Context: an optimization exercise on an open-source flow, tuned for small area and a short achievable clock period. The choices shown serve that exercise and are no tape-out recipe. RTL that was checked went through simulation tests only; none was proved equivalent to the original. For runs 2 and 3, only the layout was checked, not whether the RTL still works. Power figures rest on the tool's default switching activity, not on a simulated workload.

===== flow/run.sh =====
#!/bin/bash
# The standard layout with these changes:
#  - synthesis maps with the ABC script in flow/abc_area.script (selected by
#    ABC_AREA=1) and leaves adders to ABC (no ADDER_MAP_FILE); the rest of the
#    ORFS scripts are unchanged copies
#  - the port buffers are plain buf cells, which the timing repair can resize
#  - timing repair may resize cells to other footprints
#  - the slow low-power clock inverters (clkinvlp) and the slower variants of
#    cells that have a faster one of the same area are added to the
#    platform's don't-use list, so logic is not mapped onto them
set -euo pipefail
PLATFORM_DONT_USE="sky130_fd_sc_hd__probe_p_8 sky130_fd_sc_hd__probec_p_8 sky130_fd_sc_hd__lpflow_bleeder_1 sky130_fd_sc_hd__lpflow_clkbufkapwr_1 sky130_fd_sc_hd__lpflow_clkbufkapwr_16 sky130_fd_sc_hd__lpflow_clkbufkapwr_2 sky130_fd_sc_hd__lpflow_clkbufkapwr_4 sky130_fd_sc_hd__lpflow_clkbufkapwr_8 sky130_fd_sc_hd__lpflow_clkinvkapwr_1 sky130_fd_sc_hd__lpflow_clkinvkapwr_16 sky130_fd_sc_hd__lpflow_clkinvkapwr_2 sky130_fd_sc_hd__lpflow_clkinvkapwr_4 sky130_fd_sc_hd__lpflow_clkinvkapwr_8 sky130_fd_sc_hd__lpflow_decapkapwr_12 sky130_fd_sc_hd__lpflow_decapkapwr_3 sky130_fd_sc_hd__lpflow_decapkapwr_4 sky130_fd_sc_hd__lpflow_decapkapwr_6 sky130_fd_sc_hd__lpflow_decapkapwr_8 sky130_fd_sc_hd__lpflow_inputiso0n_1 sky130_fd_sc_hd__lpflow_inputiso0p_1 sky130_fd_sc_hd__lpflow_inputiso1n_1 sky130_fd_sc_hd__lpflow_inputiso1p_1 sky130_fd_sc_hd__lpflow_inputisolatch_1 sky130_fd_sc_hd__lpflow_isobufsrc_1 sky130_fd_sc_hd__lpflow_isobufsrc_16 sky130_fd_sc_hd__lpflow_isobufsrc_2 sky130_fd_sc_hd__lpflow_isobufsrc_4 sky130_fd_sc_hd__lpflow_isobufsrc_8 sky130_fd_sc_hd__lpflow_isobufsrckapwr_16 sky130_fd_sc_hd__lpflow_lsbuf_lh_hl_isowell_tap_1 sky130_fd_sc_hd__lpflow_lsbuf_lh_hl_isowell_tap_2 sky130_fd_sc_hd__lpflow_lsbuf_lh_hl_isowell_tap_4 sky130_fd_sc_hd__lpflow_lsbuf_lh_isowell_4 sky130_fd_sc_hd__lpflow_lsbuf_lh_isowell_tap_1 sky130_fd_sc_hd__lpflow_lsbuf_lh_isowell_tap_2 sky130_fd_sc_hd__lpflow_lsbuf_lh_isowell_tap_4"
SLOW_SAME_AREA="sky130_fd_sc_hd__o21ai_0 sky130_fd_sc_hd__a21boi_0 sky130_fd_sc_hd__and2_0 sky130_fd_sc_hd__o311ai_0 sky130_fd_sc_hd__or2_0"
rm -rf scripts_copy
cp -r "$FLOW_HOME/scripts" scripts_copy
cp flow/abc_area.script scripts_copy/abc_area.script
bash standard.sh "SCRIPTS_DIR=$PWD/scripts_copy" ADDER_MAP_FILE= \
    "BUFFER_PORTS_ARGS=-buffer_cell sky130_fd_sc_hd__buf_2" \
    MATCH_CELL_FOOTPRINT=0 \
    "DONT_USE_CELLS=$PLATFORM_DONT_USE sky130_fd_sc_hd__clkinvlp_2 sky130_fd_sc_hd__clkinvlp_4 $SLOW_SAME_AREA" \
    finish > standard_flow.log 2>&1

===== standard.sh =====
#!/bin/bash
# synth_recipe.tcl (not shown) runs the flow's synth.tcl, then flattens the netlist and writes it again
# the make line also repeats each setting of config.mk as NAME=value (left out here)
make -C /OpenROAD-flow-scripts/flow DESIGN_CONFIG=/design/flow/config.mk WORK_HOME=/design/flow/orfs CLKGATE_MAP_FILE= SYNTH_SCRIPT=/design/flow/synth_recipe.tcl "${@:-finish}"

===== constraint.sdc =====
create_clock -name core_clock -period 5.8 [get_ports {Clk}]
set_input_delay 1.1600 -clock core_clock [delete_from_list [all_inputs] [get_ports {Clk}]]
set_output_delay 1.1600 -clock core_clock [all_outputs]
set_load 0.01 [all_outputs]

===== flow/abc_area.script =====
strash
balance
rewrite
refactor
balance
rewrite
rewrite -z
balance
refactor -z
rewrite -z
balance
dc2
balance
dch -f
map -B 0.9
topo
stime -c
buffer -c
upsize -c
dnsize -c

===== design.v =====
package arena_pkg;
    typedef logic [10-1:0] coord_t;
    typedef logic [15:0] score_t;
    typedef enum logic [1:0] {
        ST_START = 2'd0,
        ST_PLAY  = 2'd1,
        ST_DEAD  = 2'd2
    } game_state_t;
endpackage
module arena_box_hit
(
    input  logic [10-1:0] px,
    input  logic [10-1:0] py,
    input  logic [10-1:0] lox,
    input  logic [10-1:0] loy,
    input  logic [10:0]   hix,
    input  logic [10:0]   hiy,
    output logic                      hit
);
    localparam int CW = 10;
    function automatic logic lt11(input logic [CW:0] a, input logic [CW:0] b);
        logic [15:0] g;
        logic [15:0] l;
        g = '0;
        l = '0;
        g[CW:0] = ~a & b;
        l[CW:0] = a & ~b;
        for (int s = 1; s < 16; s = s * 2) begin
            for (int i = 0; i + s < 16; i = i + 2 * s) begin
                g[i] = g[i+s] | (~l[i+s] & g[i]);
                l[i] = l[i+s] | (~g[i+s] & l[i]);
            end
        end
        lt11 = g[0];
    endfunction
    assign hit = !lt11({1'b0, px}, {1'b0, lox}) && lt11({1'b0, px}, hix) &&
                 !lt11({1'b0, py}, {1'b0, loy}) && lt11({1'b0, py}, hiy);
endmodule
module arena_top
(
    input  logic                    Clk,
    input  logic                    rst_n,
    input  logic                    wb_cyc,
    input  logic                    wb_stb,
    input  logic                    wb_we,
    input  logic [3-1:0] wb_adr,
    input  logic [31:0]             wb_dat_w,
    output logic [31:0]             wb_dat_r,
    output logic                    wb_ack,
    input  arena_pkg::coord_t                  pix_x,
    input  arena_pkg::coord_t                  pix_y,
    input  logic                    pix_valid,
    input  logic                    frame_tick
);
    localparam int CW = 10;
    localparam int NS = 4;
    function automatic logic lt11(input logic [CW:0] a, input logic [CW:0] b);
        logic [15:0] g;
        logic [15:0] l;
        g = '0;
        l = '0;
        g[CW:0] = ~a & b;
        l[CW:0] = a & ~b;
        for (int s = 1; s < 16; s = s * 2) begin
            for (int i = 0; i + s < 16; i = i + 2 * s) begin
                g[i] = g[i+s] | (~l[i+s] & g[i]);
                l[i] = l[i+s] | (~g[i+s] & l[i]);
            end
        end
        lt11 = g[0];
    endfunction
    function automatic logic [CW-1:0] inc10(input logic [CW-1:0] c);
        logic [CW-1:0] m;    
        for (int i = 0; i < CW; i++) begin
            m = {CW{1'b1}} >> (CW - i);
            inc10[i] = c[i] ^ (&(c | ~m));
        end
    endfunction
    function automatic logic [CW-1:0] dec10(input logic [CW-1:0] c);
        logic [CW-1:0] m;    
        for (int i = 0; i < CW; i++) begin
            m = {CW{1'b1}} >> (CW - i);
            dec10[i] = c[i] ^ ~(|(c & m));
        end
    endfunction
    logic          start_cmd;
    logic          play_q;           
    logic          dead_r;           
    logic          dead_q;           
    logic          restart;
    logic [CW-1:0] player_x, player_y;
    logic [CW-1:0] bullet_x, bullet_y;
    logic          bullet_en;
    logic [1:0]    spawn_idx;
    logic [15:0]   score_base;       
    logic [NS-1:0] kill_q;           
    logic [NS-1:0] alive_q;          
    logic [NS-1:0][CW-1:0] mon_x;
    logic [NS-1:0][CW-1:0] mon_y;
    logic [NS-1:0][3:0]    mv;       
    logic          play, dead;
    logic [NS-1:0] alive;
    logic [15:0]   score;
    assign play  = play_q && !dead_q;
    assign dead  = dead_r || dead_q;
    assign alive = alive_q & ~kill_q;
    logic [2:0]  kill_cnt;
    logic [3:0]  score_lo;
    assign kill_cnt = 3'(kill_q[0]) + 3'(kill_q[1]) + 3'(kill_q[2]) + 3'(kill_q[3]);
    assign score_lo = {1'b0, score_base[2:0]} + {1'b0, kill_cnt};
    always_comb begin
        logic [12:0] m;      
        score[2:0] = score_lo[2:0];
        for (int i = 3; i < 16; i++) begin
            m = {13{1'b1}} >> (16 - i);
            score[i] = score_base[i] ^ (score_lo[3] & (&(score_base[15:3] | ~m)));
        end
    end
    logic req, wr;
    assign req = wb_cyc && wb_stb && !wb_ack;
    assign wr  = req && wb_we;
    logic [NS-1:0][CW-1:0] flip_x, flip_y;
    logic [1:0]    rsel;
    logic [CW-1:0] rd_x, rd_y;
    assign rsel = wb_adr[1:0];
    assign rd_x = mon_x[rsel] ^ flip_x[rsel];
    assign rd_y = mon_y[rsel] ^ flip_y[rsel];
    function automatic logic [31:0] xy_word(input logic [CW-1:0] x, input logic [CW-1:0] y,
                                            input logic b31);
        xy_word = '0;
        xy_word[CW-1:0]   = x;
        xy_word[16 +: CW] = y;
        xy_word[31]       = b31;
    endfunction
    logic [31:0] rd_data;
    always_comb begin
        case (wb_adr)
            3'd1:    rd_data = xy_word(player_x, player_y, 1'b0);
            3'd2:    rd_data = xy_word(bullet_x, bullet_y, bullet_en);
            3'd3:    rd_data = {score, 14'b0, dead, play};
            3'd4:    rd_data = xy_word(rd_x, rd_y, alive[0]);
            3'd5:    rd_data = xy_word(rd_x, rd_y, alive[1]);
            3'd6:    rd_data = xy_word(rd_x, rd_y, alive[2]);
            3'd7:    rd_data = xy_word(rd_x, rd_y, alive[3]);
            default: rd_data = '0;
        endcase
    end
    always_ff @(posedge Clk) begin
        wb_dat_r <= rd_data;
    end
    always_ff @(posedge Clk) begin
        if (!rst_n) begin
            wb_ack    <= 1'b0;
            start_cmd <= 1'b0;
            player_x  <= '0;
            player_y  <= '0;
            bullet_x  <= '0;
            bullet_y  <= '0;
            bullet_en <= 1'b0;
        end else begin
            wb_ack    <= req;
            start_cmd <= wr && (wb_adr == 3'd0) && wb_dat_w[0];
            if (wr && wb_adr == 3'd1) begin
                player_x <= wb_dat_w[CW-1:0];
                player_y <= wb_dat_w[16 +: CW];
            end
            if (wr && wb_adr == 3'd2) begin
                bullet_x  <= wb_dat_w[CW-1:0];
                bullet_y  <= wb_dat_w[16 +: CW];
                bullet_en <= wb_dat_w[31];
            end
        end
    end
    logic [NS-1:0] mon_hit;
    logic [NS-1:0] kill;
    logic          bullet_hit, player_hit, player_dead;
    logic [NS-1:0] mon_box;
    logic          bullet_box, player_box;
    for (genvar i = 0; i < NS; i++) begin : g_hit
        arena_box_hit mon_box_i (
            .px  (pix_x),
            .py  (pix_y),
            .lox (mon_x[i]),
            .loy (mon_y[i]),
            .hix ({1'b0, mon_x[i]} + (CW+1)'(22)),
            .hiy ({1'b0, mon_y[i]} + (CW+1)'(22)),
            .hit (mon_box[i])
        );
    end
    arena_box_hit bullet_box_i (
        .px  (pix_x),
        .py  (pix_y),
        .lox (bullet_x),
        .loy (bullet_y),
        .hix ({1'b0, bullet_x} + (CW+1)'(4)),
        .hiy ({1'b0, bullet_y} + (CW+1)'(4)),
        .hit (bullet_box)
    );
    arena_box_hit player_box_i (
        .px  (pix_x),
        .py  (pix_y),
        .lox (player_x),
        .loy (player_y),
        .hix ({1'b0, player_x} + (CW+1)'(25)),
        .hiy ({1'b0, player_y} + (CW+1)'(30)),
        .hit (player_box)
    );
    assign mon_hit    = {NS{pix_valid}} & alive & mon_box;
    assign bullet_hit = pix_valid && bullet_en && bullet_box;
    assign player_hit = pix_valid && player_box;
    assign kill        = (play && bullet_hit) ? mon_hit : '0;
    assign player_dead = play && player_hit && (|mon_hit);
    always_ff @(posedge Clk) begin
        if (!rst_n) begin
            play_q  <= 1'b0;
            dead_r  <= 1'b0;
            dead_q  <= 1'b0;
            restart <= 1'b0;
        end else begin
            restart <= start_cmd && !play;
            dead_q  <= player_dead;
            if (play) begin
                play_q <= 1'b1;
                dead_r <= 1'b0;
            end else if (start_cmd) begin
                play_q <= 1'b1;
                dead_r <= 1'b0;
            end else begin
                play_q <= 1'b0;
                dead_r <= dead;
            end
        end
    end
    always_ff @(posedge Clk) begin
        if (!rst_n || restart) begin
            score_base <= '0;
            kill_q     <= '0;
        end else begin
            score_base <= score;
            kill_q     <= kill;
        end
    end
    logic [NS-1:0] spawn_load;
    logic [CW-1:0] spawn_x, spawn_y;
    assign spawn_load = (frame_tick && play && !restart) ? (~alive & (alive + 1'b1)) : '0;
    always_comb begin
        case (spawn_idx)
            2'd0: begin spawn_x = CW'(12); spawn_y = CW'(240); end
            2'd1: begin spawn_x = CW'(240); spawn_y = CW'(12); end
            2'd2: begin spawn_x = CW'(468); spawn_y = CW'(240); end
            default: begin spawn_x = CW'(240); spawn_y = CW'(468); end
        endcase
    end
    always_ff @(posedge Clk) begin
        if (!rst_n || restart) begin
            spawn_idx <= 2'd0;
        end else if (|spawn_load) begin
            spawn_idx <= spawn_idx + 2'd1;
        end
    end
    for (genvar i = 0; i < NS; i++) begin : g_slot
        logic x_lt, x_gt, y_lt, y_gt, step;
        assign x_lt = lt11({1'b0, mon_x[i]}, {1'b0, player_x});
        assign x_gt = lt11({1'b0, player_x}, {1'b0, mon_x[i]});
        assign y_lt = lt11({1'b0, mon_y[i]}, {1'b0, player_y});
        assign y_gt = lt11({1'b0, player_y}, {1'b0, mon_y[i]});
        assign step = frame_tick && alive[i] && !restart;
        logic [CW-1:0] x_inc, x_dec, y_inc, y_dec;
        assign x_inc = inc10(mon_x[i]);
        assign x_dec = dec10(mon_x[i]);
        assign y_inc = inc10(mon_y[i]);
        assign y_dec = dec10(mon_y[i]);
        logic [3:0] back;
        assign back = alive[i] ? 4'b0 : mv[i];
        always_comb begin
            flip_x[i] = '0;
            flip_y[i] = '0;
            if (back[3]) flip_x[i] = x_dec ^ mon_x[i];
            if (back[2]) flip_x[i] = x_inc ^ mon_x[i];
            if (back[1]) flip_y[i] = y_dec ^ mon_y[i];
            if (back[0]) flip_y[i] = y_inc ^ mon_y[i];
        end
        always_ff @(posedge Clk) begin
            if (!rst_n) begin
                alive_q[i] <= 1'b0;
                mon_x[i]   <= '0;
                mon_y[i]   <= '0;
                mv[i]      <= '0;
            end else begin
                alive_q[i] <= !restart && (alive[i] || spawn_load[i]);
                if (alive[i] || spawn_load[i]) begin
                    mv[i] <= step ? {x_lt, x_gt, y_lt, y_gt} : 4'b0;
                end
                if (spawn_load[i]) begin
                    mon_x[i] <= spawn_x;
                    mon_y[i] <= spawn_y;
                end else if (step) begin
                    if (x_lt) mon_x[i] <= x_inc;
                    else if (x_gt) mon_x[i] <= x_dec;
                    if (y_lt) mon_y[i] <= y_inc;
                    else if (y_gt) mon_y[i] <= y_dec;
                end
            end
        end
    end
endmodule

===== config.mk =====
export PLATFORM = sky130hd
export DESIGN_NAME = arena_top
export DESIGN_NICKNAME = arena_top
export VERILOG_FILES = /design/flow/design.v
export SDC_FILE = /design/flow/constraint.sdc
export NUM_CORES = 4
export LEC_CHECK = 0
export ABC_AREA = 1
export CAP_MARGIN = 20
export CORE_MARGIN = 2
export CORE_UTILIZATION = 55
export SETUP_SLACK_MARGIN = 3.5
export SLEW_MARGIN = 20
export TNS_END_PERCENT = 0

==> run notes, run 1 <==
- Outcome: timing/DRC/antenna clean
- Leakage: approximately 9 nW
- Clk root buf: clkbuf_16
- DR iter-0 viols: 2953
- Pint: between 2 and 2.5 mW
- Sequential share of power: 0.417
- Pwr Density: 162 nW/um^2
- TritonCTS buffer count: 17
- Routing usage on met1: 0.542
- Placed inst area: 18300 um^2
- Cell count after synthesis: between 3000 and 4000
- Fillers: 3119
- Max Root-Sink Buffers: 2
- Layout cell share with drive strength beyond 1: 0.181
- Post-DP HPWL: around 59000 um
- Fmax: 394 MHz
- Reg2reg setup slack: 3.30 ns
- Dpl ws: about 1.4 ns
- Yosys top cell area share: 0.216
- Reg-to-Reg End: wb_dat_r[23]
- Crit start category: input port
- Tmin final: between 2 and 3 ns
- Tot Pwr: ~3.3 mW
- Top_reg_cell synth: dfxtp_1
- Worst setup path class: input port to flop
- CP Data Arrival Time: 2.86 ns
- Layout area overhead: 11.4%
- Synth warn: 2
- Crit path required time: approximately 6.1 ns
- Top Usage Layer GRT: met2
- Worst min-delay path startpoint: start_cmd
- DR pass1 iterations: 9
- TritonCTS clock tree: done
- Core area: 32500 um^2
- Mapped Area: around 18000 um^2
- Avg Inst Size Synth: 5.87 um^2
- Final setup viols: 0
- Gpl congestion: roughly 1.1
- Setup Skew: about 0.015 ns
- Inst Count DP: between 3000 and 4000
- Remaining antenna violation count: 0
- Finished Layout Cells: between 3000 and 4000
- Gr usage total: 0.449
- Total wire length: between 70000 and 80000 um
- RSZ-0062 raised after global routing: true
- Synth area leader: dfxtp_1
- Worst vdd ir: approximately 0.22 mV
- Final Max Tran Viols: 0
- Logic pwr share: 0.179
- Die Y: about 190 um
- Grt met3 use: 0.0877
- Library cells used by synthesis: 64
- MaxCap Viol Count: 0
- Initial antenna violation count: 0
- Part of the Yosys area used for sequential elements: 0.216
- # clock sinks: around 200
- Seq cells post-synth: between 150 and 200
- Worst Hold Path EP: dead_r
- ANT cells: 0
- Clk network pwr share: 0.404
- PnR worst setup slack: 3.26 ns
- Area of the multi-input gates: 12200 um^2
- Fin Setup TNS: 0 ns
- Net load switching power: roughly 1.1 mW
- Chip width: between 150 and 200 um
- Post-Route Utilization: 0.621
- Final period utilization: 0.438
- Vias: ~22000
- Final hold slack: around 0.45 ns
- Worst Path Max Fanout: 17
- Synth async-reset ratio: 0
- Register clock-pin slew on the reported worst setup and hold paths: around 0.080 ns
- Fin. Hold Viols: 0
- Row cnt: between 60 and 70
- M2 GR Usage: 0.697
- Worst slew pin tran: between 0.8 and 0.9 ns
- Via density: 6.36
- Nets: between 3000 and 4000
- Boundary Pins: 95
- Port bufs: 77
- Vias in the first global route: just over 20000
- Reg2reg path depth: 14
- Die ar.: 34300 um^2
- Most area-consuming cells after synthesis: dfxtp_1 22%, nand2_1 16%, o21ai_1 7.6%
- Switching power share of the total: 0.328
- First-pass GRT wire length: 116000 um
- Hold Path Stages: 1
- Reg-to-reg startpoint: mon_y[30]
- Post-synth EDFFs: 0
- Wirelength per Cell: between 20 and 25 um
- Max_slew headroom: 0.439
- Worst-Skew Late Latency: between 0.4 and 0.5 ns
- Htree depth: 4
- Crit end category: flop
- Commonest cells after routing, fill and taps aside: 768 x nand2_1, 329 x inv_1, 266 x o21ai_1
- Initial Util: 0.557
- Post-route cell area: ~20000 um^2
- Min-delay worst type: flop to flop
- Largest net degree at the start of global routing: about 70
- Overflow after GRT: 0
- Register area: ~4000 um^2
- Commonest non-fill, non-tap cell in the layout: nand2_1
- DRC: 0
==> repair_timing <==
| action | CTS | global route |
|---|---|---|
| gates cloned | 1 | 1 |
| hold buffers | 0 | 0 |
| setup buffers | 18 | 10 |
| setup endpoints to repair | 174 | 155 |
| pin swaps | 21 | 24 |
| gates resized for setup | 222 | 141 |
==> power groups by stage <==
stage	Sequential, mW	Clock (mW)	Combinational [mW]
floorplan	1.40	0	0.348
global placement	1.40	0	0.511
detailed placement	1.40	0	0.518
CTS	1.36	1.31	0.546
global route	1.36	1.36	0.622
finish	1.36	1.31	0.582
==> registers in the layout, summed over array words and instances, names as in the netlist <==
signal	count
kill_q	4
player_y	10
mv	16
alive_q	4
start_cmd	1
play_q	1
spawn_idx	2
wb_dat_r	26
wb_ack	1
dead_r	1
bullet_en	1
bullet_y	10
mon_y	40
restart	1
score_base	16
player_x	10
mon_x	40
bullet_x	10
dead_q	1
==> critical path, stage by stage <==
cell       delay, ns
buf_6           0.24
inv_4           0.16
nor2_4          0.17
inv_4           0.12
a221oi_2        0.28
a221o_1         0.22
a21oi_1         0.08
o21ai_1         0.22
o2111ai_1       0.19
==> synth_stat cells (7+ instances only) <==
library cell	n
nand2_4	14
a211oi_1	14
nand4_1	13
inv_1	360
dfxtp_1	195
o21ai_1	274
buf_2	56
xnor2_1	8
o22ai_1	83
nor2_4	9
inv_2	74
nor2_1	261
o31ai_1	8
o21a_1	10
o2111ai_1	15
clkbuf_1	56
nor3_1	45
clkinv_1	10
a22oi_1	8
buf_4	23
buf_6	11
nand2_2	33
o211ai_1	74
xor2_1	44
or2_1	7
o21bai_1	8
nand3_2	7
nand2_1	779
nor2_2	32
nand3_1	180
a21oi_1	193
o221ai_1	31
a221oi_1	14
a31oi_1	51
==> metal layers <==
metal	share of wire	wire length, um	up-vias
met5	0	0	-
met4	0.095	7420	0
met3	0.10	8030	419
met2	0.43	33600	1573
met1	0.37	28700	10100
li1	-	-	10300
==> final cells by class <==
class / instances / share of cell area
Timing Repair Buffer: 114 / 0.0432
Multi-Input combinational cell: 2291 / 0.607
Tap cell: 442 / 0.0275
Clock buffer: 17 / 0.0211
Inverter: 451 / 0.0900
Clock inverter: 14 / 0.00957
Sequential cell: 195 / 0.201
==> worst max-delay path by stage <==
stage / start / to / slack, ns / cells after the start
6_report: wb_adr[0] / wb_dat_r[19] / 3.26 / 9
5_1_grt: kill_q[0] / wb_dat_r[31] / 3.16 / 18
4_1_cts: pix_x[0] / dead_q / 3.37 / 17
3_5_place_dp: wb_adr[1] / bullet_y[3] / 1.35 / 11
3_3_place_gp: wb_adr[1] / bullet_y[1] / 1.47 / 11
2_1_floorplan: frame_tick / mon_x[36] / 3.17 / 13
==> cells by family (layout without fill, tap and decap cells) <==
kind of cell,after synthesis,count (layout),share of synthesized area
buf+inv,602,596,0.139
simple gates,1409,1410,0.342
xor+xnor,52,52,0.0252
flops,195,195,0.216
other cells,1,6,0.000207
fa+ha+maj,2,2,0.00111
compound gates,821,821,0.276
==> run 2: changes to the inputs <==
--- a/design.v
+++ b/design.v
@@ -177,14 +177,12 @@
     logic [NS-1:0] mon_box;
     logic          bullet_box, player_box;
+    logic [CW:0] pix_x_lo, pix_y_lo;
+    assign pix_x_lo = {1'b0, pix_x} - (CW+1)'(22 - 1);
+    assign pix_y_lo = {1'b0, pix_y} - (CW+1)'(22 - 1);
     for (genvar i = 0; i < NS; i++) begin : g_hit
-        arena_box_hit mon_box_i (
-            .px  (pix_x),
-            .py  (pix_y),
-            .lox (mon_x[i]),
-            .loy (mon_y[i]),
-            .hix ({1'b0, mon_x[i]} + (CW+1)'(22)),
-            .hiy ({1'b0, mon_y[i]} + (CW+1)'(22)),
-            .hit (mon_box[i])
-        );
+        assign mon_box[i] = !lt11({1'b0, pix_x}, {1'b0, mon_x[i]}) &&
+                            (pix_x_lo[CW] || !lt11({1'b0, mon_x[i]}, pix_x_lo)) &&
+                            !lt11({1'b0, pix_y}, {1'b0, mon_y[i]}) &&
+                            (pix_y_lo[CW] || !lt11({1'b0, mon_y[i]}, pix_y_lo));
     end
     arena_box_hit bullet_box_i (
==> flow/abc_area.script (replaced) <==
strash
dc2
balance
dch -f
map -B 0.9
topo
stime -c
buffer -c
upsize -c
dnsize -c
==> run notes, run 2 <==
- Outcome: timing/DRC/antenna clean
- Layout area overhead: 11.8%
- TritonCTS buffer count: 17
- Fmax: 361 MHz
- Post-Route Utilization: 0.623
- Cell count after synthesis: ~2900
- Most area-consuming cells after synthesis: dfxtp_1 23%, nand2_1 18%, inv_1 7.8%
- Max_slew headroom: 0.261
- Top_reg_cell synth: dfxtp_1
- Setup Skew: about 0.019 ns
- Synth warn: 2
- Synth async-reset ratio: 0
- Met3 routed wirelength: around 11000 um
- Sequential share of power: 0.434
- Wire length on met2: approximately 30000 um
- Reg2reg path depth: 15
- Die ar.: between 30000 and 40000 um^2
- Dpl ws: 1.60 ns
- Core area: 30500 um^2
- Pint: around 2.2 mW
- Worst Path Max Fanout: 12
- RSZ-0062 raised after global routing: true
- Switching power share of the total: 0.317
- Post-synth EDFFs: 0
- Fin Setup TNS: 0 ns
- Worst setup path class: input port to flop
- DR iter-0 viols: 3019
- Post-route cell area: 19000 um^2
- Crit path required time: 6.18 ns
- MaxCap Viol Count: 0
- Gr usage total: 0.430
- Wirelength per Cell: around 21 um
- Initial antenna violation count: 1
- Hold Buf Count CTS: 0
- Clk network pwr share: 0.384
- Avg Inst Size Synth: 5.81 um^2
- Tot Pwr: approximately 3.1 mW
- Logic pwr share: 0.182
- Final Max Tran Viols: 0
- Fillers: around 3000
- Nets: between 3000 and 4000
- Vias in the first global route: between 15000 and 20000
- Initial Util: 0.557
- Post-synth top cells: 824 x nand2_1, 354 x inv_1, 299 x nor2_1
- Max layer used: met4
- Via density: 6.35
- Library cells used by synthesis: 60
- Seq cells post-synth: just under 200
- # clock sinks: roughly 200
- Final period utilization: 0.478
- Vias: between 20000 and 25000
- Leakage: roughly 8.4 nW
- Layout cell share with drive strength beyond 1: 0.151
- Metal-1 WL: about 29000 um
- TritonCTS clock tree: done
- Gpl congestion: between 1 and 1.5
- DR pass1 iterations: 14
- Leading registers by flop count: mon_x x40, mon_y x40, wb_dat_r x26
- Overflow after GRT: 0
- PnR worst setup slack: slightly above 3 ns
- Crit end category: flop
- Commonest cells after routing, fill and taps aside: 798 x nand2_1, 325 x inv_1, 273 x nor2_1
- Yosys top cell area share: 0.230
- Row cnt: between 60 and 70
- Worst vdd ir: about 0.26 mV
- Htree depth: 4
- Mapped Area: around 17000 um^2
- Min-delay worst type: flop to flop
- Placed inst area: ~17000 um^2
- Register clock-pin slew on the reported worst setup and hold paths: approximately 0.080 ns
- Synth area leader: dfxtp_1
- Die Y: around 180 um
- Crit start category: input port
- Worst-Skew Late Latency: between 0.4 and 0.5 ns
- Commonest non-fill, non-tap cell in the layout: nand2_1
- Clk root buf: clkbuf_16
- Worst slew pin tran: 1.11 ns
- Chip width: around 180 um
- Post-DP HPWL: approximately 56000 um
- Tmin final: 2.77 ns
- Fin. Hold Viols: 0
- Remaining antenna violation count: 0
- Boundary Pins: 95
- DRC: 0
- First-pass GRT wire length: between 100000 and 150000 um
- Port bufs: a little under 80
- Largest net degree at the start of global routing: between 50 and 60
- Most frequent cell after synthesis: nand2_1
- Total wire length: just over 70000 um
- Final setup viols: 0
- CP Data Arrival Time: between 3 and 4 ns
- Pwr Density: around 170 nW/um^2
- Max Root-Sink Buffers: 2
- Hold Path Stages: 1
- Part of the Yosys area used for sequential elements: 0.230
- Net load switching power: approximately 1000 uW
-- run 2: changes by cell type in the layout (fill, tap and decap cells not counted), moves of 11 or more --
cell / delta
nand3_1: -24
nor2_1: +45
nor3_1: +15
buf_4: +14
o22ai_1: -11
dfxtp_1: +43
dfxtp_2: -18
nand2_1: +30
dfxtp_4: -25
nor2_2: -19
a21oi_1: -25
o21ai_1: -81
inv_4: -19
-- run 2: power groups by stage --
stage / clock [mW] / combinational, mW / sequential, mW
detailed placement: 0 / 0.491 / 1.40
global placement: 0 / 0.481 / 1.40
finish: 1.21 / 0.572 / 1.37
CTS: 1.20 / 0.532 / 1.37
global route: 1.25 / 0.609 / 1.37
floorplan: 0 / 0.336 / 1.39
-- run 2: path summary, 6_finish.rpt --
| check | start | to | slack, ns |
|---|---|---|---|
| max | pix_x[4] | dead_q | 3.03 |
| min | start_cmd | dead_r | 0.43 |
| max reg2reg | player_y[7] | mon_y[12] | 3.10 |
| min reg2reg | start_cmd | dead_r | 0.43 |
-- run 2: layout make-up --
class / instances / area (um^2) / share of cell area
tap: 396 / 495 / 0.0261
inverter: 423 / 1650 / 0.0867
multi-input combinational: 2199 / 11400 / 0.601
timing repair buffer: 127 / 941 / 0.0495
clock buffer: 22 / 464 / 0.0244
sequential: 195 / 3940 / 0.207
clock inverter: 10 / 97.6 / 0.00514
antenna: 1 / 2.50 / 0.000132
-- run 2: what timing repair did --
action	in CTS	in global routing
gates resized for setup	147	72
buffers inserted	27	11
endpoints found under the setup margin	183	181
pin swaps	21	22
gates cloned	2	0
-- run 2: cell families after synthesis --
| kind of cell | count (synthesis) | share of synthesized area |
|---|---|---|
| simple gates | 1443 | 0.359 |
| buf+inv | 539 | 0.127 |
| flops | 195 | 0.230 |
| other cells | 1 | 0.000221 |
| compound gates | 705 | 0.261 |
| xor+xnor | 44 | 0.0227 |
-- run 2: critical path, stage by stage --
cell     delay [ns]
buf_2          0.32
inv_2          0.20
nand3_1        0.14
nand2_2        0.10
inv_2          0.10
nand2_1        0.05
nand2_1        0.06
nand3_1        0.08
nand3_1        0.09
nand3_1        0.09
nand2_1        0.10
nand2_1        0.08
a21oi_2        0.18
nor2_2         0.06
nand2_1        0.05
nand2_1        0.05
nor2_2         0.14
nor2_1         0.06
-- run 2: metal layers --
layer,vias up,GRT usage
li1,9843,-
met1,9901,0.598
met2,1487,0.627
met3,191,0.122
met4,0,0.168
met5,-,0
-- run 2: stage by stage --
| stage | cells | hold slack [ns] |
|---|---|---|
| floorplan | 2932 | 0.401 |
| global placement | 3300 | 0.414 |
| detailed placement | 3300 | 0.424 |
| CTS | 3361 | 0.426 |
| global route | 3373 | 0.445 |
| finish | 3373 | 0.428 |
==> run 3: changes to the inputs <==
--- a/design.v
+++ b/design.v
@@ -120,10 +120,19 @@
     assign req = wb_cyc && wb_stb && !wb_ack;
     assign wr  = req && wb_we;
-    logic [NS-1:0][CW-1:0] flip_x, flip_y;
     logic [1:0]    rsel;
-    logic [CW-1:0] rd_x, rd_y;
-    assign rsel = wb_adr[1:0];
-    assign rd_x = mon_x[rsel] ^ flip_x[rsel];
-    assign rd_y = mon_y[rsel] ^ flip_y[rsel];
+    logic [CW-1:0] sel_x, sel_y, rd_x, rd_y;
+    logic [3:0]    rd_mv;
+    assign rsel  = wb_adr[1:0];
+    assign sel_x = mon_x[rsel];
+    assign sel_y = mon_y[rsel];
+    assign rd_mv = alive[rsel] ? 4'b0 : mv[rsel];
+    always_comb begin
+        rd_x = sel_x;
+        rd_y = sel_y;
+        if (rd_mv[3]) rd_x = dec10(sel_x);
+        if (rd_mv[2]) rd_x = inc10(sel_x);
+        if (rd_mv[1]) rd_y = dec10(sel_y);
+        if (rd_mv[0]) rd_y = inc10(sel_y);
+    end
     function automatic logic [31:0] xy_word(input logic [CW-1:0] x, input logic [CW-1:0] y,
                                             input logic b31);
@@ -177,12 +186,14 @@
     logic [NS-1:0] mon_box;
     logic          bullet_box, player_box;
-    logic [CW:0] pix_x_lo, pix_y_lo;
-    assign pix_x_lo = {1'b0, pix_x} - (CW+1)'(22 - 1);
-    assign pix_y_lo = {1'b0, pix_y} - (CW+1)'(22 - 1);
     for (genvar i = 0; i < NS; i++) begin : g_hit
-        assign mon_box[i] = !lt11({1'b0, pix_x}, {1'b0, mon_x[i]}) &&
-                            (pix_x_lo[CW] || !lt11({1'b0, mon_x[i]}, pix_x_lo)) &&
-                            !lt11({1'b0, pix_y}, {1'b0, mon_y[i]}) &&
-                            (pix_y_lo[CW] || !lt11({1'b0, mon_y[i]}, pix_y_lo));
+        arena_box_hit mon_box_i (
+            .px  (pix_x),
+            .py  (pix_y),
+            .lox (mon_x[i]),
+            .loy (mon_y[i]),
+            .hix ({1'b0, mon_x[i]} + (CW+1)'(22)),
+            .hiy ({1'b0, mon_y[i]} + (CW+1)'(22)),
+            .hit (mon_box[i])
+        );
     end
     arena_box_hit bullet_box_i (
@@ -269,14 +280,4 @@
         assign y_inc = inc10(mon_y[i]);
         assign y_dec = dec10(mon_y[i]);
-        logic [3:0] back;
-        assign back = alive[i] ? 4'b0 : mv[i];
-        always_comb begin
-            flip_x[i] = '0;
-            flip_y[i] = '0;
-            if (back[3]) flip_x[i] = x_dec ^ mon_x[i];
-            if (back[2]) flip_x[i] = x_inc ^ mon_x[i];
-            if (back[1]) flip_y[i] = y_dec ^ mon_y[i];
-            if (back[0]) flip_y[i] = y_inc ^ mon_y[i];
-        end
         always_ff @(posedge Clk) begin
             if (!rst_n) begin
==> run notes, run 3 <==
- Outcome: timing/DRC/antenna clean
- Worst min-delay path startpoint: start_cmd
- Worst setup path class: input port to flop
- Nets: between 2000 and 3000
- CP Data Arrival Time: around 3.3 ns
- MaxCap Viol Count: 0
- Part of the Yosys area used for sequential elements: 0.238
- Port bufs: 77
- Largest net degree at the start of global routing: 65
- Clk root buf: clkbuf_16
- Avg Inst Size Synth: 5.74 um^2
- Seq cells post-synth: around 200
- Max_slew headroom: 0.404
- Commonest non-fill, non-tap cell in the layout: nand2_1
- Crit path required time: roughly 6 ns
- Worst-Skew Late Latency: approximately 0.46 ns
- Hold Path Stages: 1
- # clock sinks: between 150 and 200
- Gr usage total: 0.402
- Die Y: around 180 um
- Fin Setup TNS: 0 ns
- Fillers: ~3000
- Layout area overhead: 11.8%
- Row cnt: 63
- Final setup viols: 0
- Reg-to-Reg End: mon_y[25]
- Initial Util: 0.556
- Vias in the first global route: 17400
- Most area-consuming cells after synthesis: dfxtp_1 24%, nand2_1 18%, inv_1 9.1%
- Vias: between 15000 and 20000
- Commonest cells after routing, fill and taps aside: 789 x nand2_1, 389 x inv_1, 256 x nor2_1
- DR iter-0 viols: 2312
- Wirelength per Cell: slightly below 20 um
- Post-DP HPWL: about 48000 um
- TritonCTS clock tree: done
- Chip width: 177 um
- Crit-path slowest cell: nor4_2
- Fmax: ~340 MHz
- Crit-path cells: buf_2 -> nand2_1 -> nor2_1 -> inv_1 -> nor4_2 -> nand2_1 -> inv_1 -> nand2_1 -> nand2_1 -> inv_1 -> o21ai_1 -> nor2_1
- Synth warn: 2
- Fin. Hold Viols: 0
- Mapped Area: roughly 16000 um^2
- Tmin final: about 3.0 ns
- Final period utilization: 0.513
- Worst slew pin tran: 0.894 ns
- Synth area leader: dfxtp_1
- Reg2reg setup slack: between 2 and 3 ns
- Final Max Tran Viols: 0
- Layout cell share with drive strength beyond 1: 0.111
- Via density: slightly above 6
- Leading registers by flop count: mon_x x40, mon_y x40, wb_dat_r x26
- TritonCTS buffer count: 17
- Pwr Density: approximately 170 nW/um^2
- Crit start category: input port
- Setup Skew: approximately 0.013 ns
- Total wire length: 64200 um
- Remaining antenna violation count: 0
- Worst Path Max Fanout: 5
- Worst vdd ir: about 0.22 mV
- Register area: approximately 3900 um^2
- Yosys top cell area share: 0.238
- RSZ-0062 raised after global routing: true
- Core area: 29500 um^2
- Overflow after GRT: 0
- DR pass1 iterations: 8
- Max Root-Sink Buffers: 2
- Post-synth top cells: 797 x nand2_1, 397 x inv_1, 282 x nor2_1
- Initial antenna violation count: 1
- Biggest cell delay along the critical path: roughly 0.52 ns
- Crit end category: flop
- DRC: 0
- PnR worst setup slack: about 2.8 ns
- Top cell by count, worst path: nand2_1
- Min-delay worst type: flop to flop
- Area of the multi-input gates: around 11000 um^2
- First-pass GRT wire length: 97400 um
- Synth async-reset ratio: 0
- Post-synth EDFFs: 0
- Cell count after synthesis: between 2000 and 3000
- Worst Hold Path EP: dead_r
- Top_reg_cell synth: dfxtp_1
- Top delay family on crit path: simple AND/OR/NAND/NOR gates
- Register clock-pin slew on the reported worst setup and hold paths: approximately 0.080 ns
- Htree depth: 4
- Library cells used by synthesis: 58
- Buf/Inv on CP: 4
- Reg-to-reg startpoint: mon_y[23]
- Leakage: between 8 and 9 nW
- Gpl congestion: 1.02
- Dpl ws: roughly 1.6 ns
- Die ar.: a little over 30000 um^2
- Reg2reg path depth: 16
- Boundary Pins: 95
- Most frequent cell after synthesis: nand2_1
==> run 3: cell count changes in the layout (fill, tap and decap cells not counted), sizes merged, moves of 8 or more <==
cell,previous run,this run
nand2,857,811
nor2,320,296
a21oi,168,148
a31oi,42,60
o22ai,74,91
o21ai,191,206
buf,123,137
o221ai,36,23
a211oi,17,8
o21bai,17,8
xor2,36,44
==> run 3: metal layers <==
metal,vias up,share of wire,GRT usage
li1,9527,-,-
met2,1184,0.44,0.638
met3,235,0.091,0.0730
met1,9018,0.41,0.522
met4,0,0.056,0.203
met5,-,0,0
==> run 3: power by group <==
group / internal [mW] / switching [mW]
clock: 0.624 / 0.597
combinational: 0.178 / 0.363
sequential: 1.35 / 0.0116
==> run 3: cells by family (layout without fill, tap and decap cells) <==
group | Yosys count | in the layout | share of synthesized area
AOI/OAI and AO/OA | 678 | 678 | 0.251
xor gates and xnor gates | 57 | 57 | 0.0305
adders and majority gates | 1 | 1 | 0.000611
buffers and inverters | 550 | 595 | 0.132
DFF | 195 | 195 | 0.238
other | 1 | 7 | 0.000229
and+or+nand+nor | 1370 | 1375 | 0.347
==> run 3: repair_timing <==
item | 4_1_cts | 5_1_grt
cloned | 5 | 2
gates resized for setup | 62 | 66
endpoints found under the setup margin | 174 | 178
buffers inserted | 31 | 20
hold buffers | 0 | 0
pin swaps | 17 | 21
==> run 3: through the flow <==
step                cell area (um^2)  std cells   util  total power [mW]  hold WS [ns]
detailed placement             16800       3207  0.571              1.85         0.422
global route                   18300       3297  0.621              3.22         0.475
floorplan                      16400       2857      -              1.71         0.401
finish                         18300       3298  0.621              3.13         0.451
global placement               16800       3207  0.571              1.85         0.436
CTS                            18000       3275  0.609              3.10         0.434
==> run 3: area by class of cell <==
type	count	share of cell area
Antenna cell	1	0.000137
Clock buffer	19	0.0247
Clock inverter	13	0.00711
Inverter	423	0.0884
Multi-Input combinational cell	2117	0.586
Sequential cell	195	0.214
Tap cell	390	0.0267
Timing Repair Buffer	139	0.0523
Timing Repair inverter	1	0.000478
==> run 3: worst max-delay path by stage <==
stage | from | to | slack (ns) | depth (start not counted)
2_1_floorplan | wb_adr[1] | wb_dat_r[24] | 2.92 | 15
6_report | frame_tick | mon_y[37] | 2.82 | 12
3_5_place_dp | wb_adr[1] | wb_dat_r[7] | 1.64 | 15
5_1_grt | wb_adr[1] | wb_dat_r[24] | 2.74 | 18
3_3_place_gp | wb_adr[1] | wb_dat_r[7] | 1.69 | 15
4_1_cts | wb_adr[0] | wb_dat_r[7] | 2.88 | 18

## separate check: timing with driven ports
Ports are ideal in the flow. The routed layouts listed here were re-timed in OpenROAD. Step 1 sets driving cells, clkbuf_16 on the clock port and buf_2 on the other inputs (assumed; they add their load-dependent delay and slew). Step 2 times the ports against the registers' clock, not the clock port: input delays grow and output delays shrink by t, the midpoint of the rising clock arrivals with the driver on. Slacks: ideal / step 1 / step 2; pairs: ideal / step 1.
run	t, ns	setup slack, ns	hold slack, ns	worst register clock-pin slew, ns
run 1	0.529	3.261 / 3.249 / 2.720	0.449 / 0.449 / 0.449	0.09 / 0.09
run 2	0.525	3.029 / 3.031 / 2.506	0.428 / 0.428 / 0.428	0.09 / 0.09
run 3	0.514	2.822 / 2.837 / 2.323	0.451 / 0.451 / 0.451	0.08 / 0.08
After both steps every run listed still meets setup and hold. For run 1, which loses most, drivers alone change the setup slack by -0.012 ns; drivers and shift together by -0.541 ns.
